This design comes from an exercise in tuning for small area, a short achievable clock period and few clock cycles on the open sky130 flow, not from production work. Function was checked by simulation only, so behaviour that the tests miss may differ from the original.

// ast_tensor_stream_sv
module ast_tensor_stream_sv #(
   parameter int DATAWIDTH = 14,
   parameter int SIZE      = 4,
   parameter int ACCWIDTH  = 2*DATAWIDTH+$clog2(SIZE)
) (
   input  logic                   clk,
   input  logic                   reset_n,
   input  logic                   cfg_valid,
   input  logic [$clog2(SIZE):0]  cfg_q,
   input  logic [$clog2(SIZE):0]  cfg_r,
   input  logic [$clog2(SIZE):0]  cfg_k,
   input  logic                   in_valid,
   output logic                   in_ready,
   input  logic                   in_set,
   input  logic [DATAWIDTH-1:0]   in_data,
   input  logic                   start,
   input  logic                   keep_b,
   input  logic                   relu,
   output logic                   out_valid,
   input  logic                   out_ready,
   output logic [DATAWIDTH-1:0]   out_data,
   output logic                   out_last,
   output logic                   busy,
   output logic                   done,
   output logic                   err
);
For scale: about 750 flip-flops, ~52 I/O pins, roughly 0.050 mm^2 of cells after synthesis.
export LEC_CHECK = 0
export ABC_CLOCK_PERIOD_IN_PS = 4300
export CAP_MARGIN = 20
export CORE_MARGIN = 2
export CORE_UTILIZATION = 50
export CTS_CLUSTER_DIAMETER = 80
export CTS_CLUSTER_SIZE = 24
export SLEW_MARGIN = 20
create_clock -name core_clock -period 10.0 [get_ports {clk}]
standard.sh (not shown) runs the stock make flow with config.mk's settings and CLKGATE_MAP_FILE= SYNTH_SCRIPT=/design/flow/synth_recipe.tcl, a recipe that flattens the netlist after the stock synthesis.
==> flow/flow/run.sh <==
#!/bin/bash
# Standard layout, with timing repair aiming further below the clock period.
set -e
export SETUP_SLACK_MARGIN=5.6
bash standard.sh > standard.log 2>&1
Testbench counts at the start, summed over its fixed seeds: cycles 15,315.
Change:
- ABC_CLOCK_PERIOD_IN_PS: 4300 -> 5000
- CORE_UTILIZATION: 50 -> 62
The new run completed with no timing, DRC or antenna violations.
Global-route usage rose by 7.2 points.
Cell count fell by about 4.4%.
Critical path depth is unchanged.
Wire length fell by 0.44%.
Clock skew rose by 0.020 ns.
Design area fell by about 0.8%.
Die area fell by 19%.
Register-to-register slack gains 0.03 ns.
Change:
- CORE_UTILIZATION: 62 -> 50
Outcome: Synthesized area stays the same; setup slack improves by 0.013 ns; cell area came out higher by 0.82%; via count drops by 0.89%; core utilization shrinks by 13 points.
Change:
- PLACE_DENSITY: default -> 0.75
What happened: Non-clock buffer count fell by 3. Count of clock-buffer cells in the layout grows by 1. Wire length falls by about 3.2%. Critical path depth does not change. Global-route usage went down by 1.2 points. Setup slack barely changes. Cell count stays flat.

---

## job 101
ast_tensor_stream_sv again, from the RTL that the note above started with.
// ast_tensor_stream_sv
module ast_tensor_stream_sv #(
   parameter int DATAWIDTH = 14,
   parameter int SIZE      = 4,
   parameter int ACCWIDTH  = 2*DATAWIDTH+$clog2(SIZE)
) (
   input  logic                   clk,
   input  logic                   reset_n,
   input  logic                   cfg_valid,
   input  logic [$clog2(SIZE):0]  cfg_q,
   input  logic [$clog2(SIZE):0]  cfg_r,
   input  logic [$clog2(SIZE):0]  cfg_k,
   input  logic                   in_valid,
   output logic                   in_ready,
   input  logic                   in_set,
   input  logic [DATAWIDTH-1:0]   in_data,
   input  logic                   start,
   input  logic                   keep_b,
   input  logic                   relu,
   output logic                   out_valid,
   input  logic                   out_ready,
   output logic [DATAWIDTH-1:0]   out_data,
   output logic                   out_last,
   output logic                   busy,
   output logic                   done,
   output logic                   err
);
clock: 10.0 ns
lec_check: 0
abc_clock_period_in_ps: 5000
cap_margin: 20
core_margin: 2
core_utilization: 50
cts_cluster_diameter: 80
cts_cluster_size: 24
place_density: 0.75
slew_margin: 20
==> flow/flow/run.sh <==
#!/bin/bash
# Standard layout, with timing repair aiming further below the clock period.
set -e
export SETUP_SLACK_MARGIN=5.52
bash standard.sh > standard.log 2>&1
Testbench counts of job 101, summed over its fixed seeds: cycles 15,315.
Inputs modified between job 101 and job 102:
==> flow/flow/run.sh <==
#!/bin/bash
# Standard layout, with timing repair aiming further below the clock period.
set -e
export SETUP_SLACK_MARGIN=5.6
bash standard.sh > standard.log 2>&1
diff --git a/flow/config.mk b/flow/config.mk
--- a/flow/config.mk
+++ b/flow/config.mk
@@ -8,3 +8,3 @@
 export ABC_CLOCK_PERIOD_IN_PS = 5000
-export CAP_MARGIN = 20
+export CAP_MARGIN = 5
 export CORE_MARGIN = 2
@@ -13,3 +13,2 @@
 export CTS_CLUSTER_SIZE = 24
-export PLACE_DENSITY = 0.75
-export SLEW_MARGIN = 20
+export SLEW_MARGIN = 5
--- outcome ---
Summary: worst setup margin, job 102 better than job 101
Job 102 -> job 101: number of I/O pins delta 0, exact match
Cmp job 101 and job 102 / layout overhead on the synthesized area / higher: job 102
Worst slack at placement ended up 0.079 ns lower on job 102 than on job 101.
Compared with job 101, in job 102 clock-buffer cell count now sits lower; actual transition at the worst max-transition pin has decreased.
diff inputs: job 102 => job 103
==> flow/flow/run.sh <==
#!/bin/bash
# Standard layout, with timing repair aiming further below the clock period.
set -e
export SETUP_SLACK_MARGIN=5.75
bash standard.sh > standard.log 2>&1
diff --git a/flow/config.mk b/flow/config.mk
--- a/flow/config.mk
+++ b/flow/config.mk
@@ -8,3 +8,3 @@
 export ABC_CLOCK_PERIOD_IN_PS = 5000
-export CAP_MARGIN = 5
+export CAP_MARGIN = 20
 export CORE_MARGIN = 2
@@ -13,2 +13,2 @@
 export CTS_CLUSTER_SIZE = 24
-export SLEW_MARGIN = 5
+export SLEW_MARGIN = 20
### Flow results
- Status: worst hold slack after final layout parity (job 103, job 102)
- Compared job 102 against job 103; area enclosed by the die boundary within noise.

## re-timing with driven ports
How much do the figures lean on ideal ports? The routed layouts below were timed once more, with nothing changed but the port constraints. Step 1 sets driving cells, clkbuf_16 on the clock port and buf_2 on the other inputs (assumed; they add their load-dependent delay and slew). Step 2, shift: input delay + t, output delay - t, t = (earliest + latest rising clock arrival at the registers) / 2. This alone moves slack from input paths to output paths. Slacks: no drivers / after step 1 / after step 2; pairs: no drivers / after step 1.
run	shift t [ns]	setup WS [ns]	hold WS [ns]	latest minus earliest clock arrival (ns)	pins driven straight from the clock port
the first run of note 1	0.726	5.589 / 5.543 / 5.023	0.482 / 0.482 / 0.482	0.041 / 0.041	1
the second run of note 1	0.691	5.576 / 5.530 / 5.086	0.466 / 0.466 / 0.466	0.061 / 0.061	1
the third run of note 1	0.726	5.589 / 5.543 / 5.023	0.482 / 0.482 / 0.482	0.041 / 0.041	1
the fourth run of note 1	0.714	5.591 / 5.531 / 5.022	0.477 / 0.477 / 0.477	0.031 / 0.031	1
job 101	0.706	5.538 / 5.496 / 5.010	0.483 / 0.483 / 0.483	0.031 / 0.031	1
job 102	0.726	5.589 / 5.543 / 5.023	0.482 / 0.482 / 0.482	0.041 / 0.041	1
job 103	0.724	5.582 / 5.534 / 5.121	0.484 / 0.484 / 0.484	0.034 / 0.033	1
After both steps every run listed still meets setup and hold. For the fourth run of note 1, which loses most, drivers alone change the setup slack by -0.060 ns; drivers and shift together by -0.569 ns.
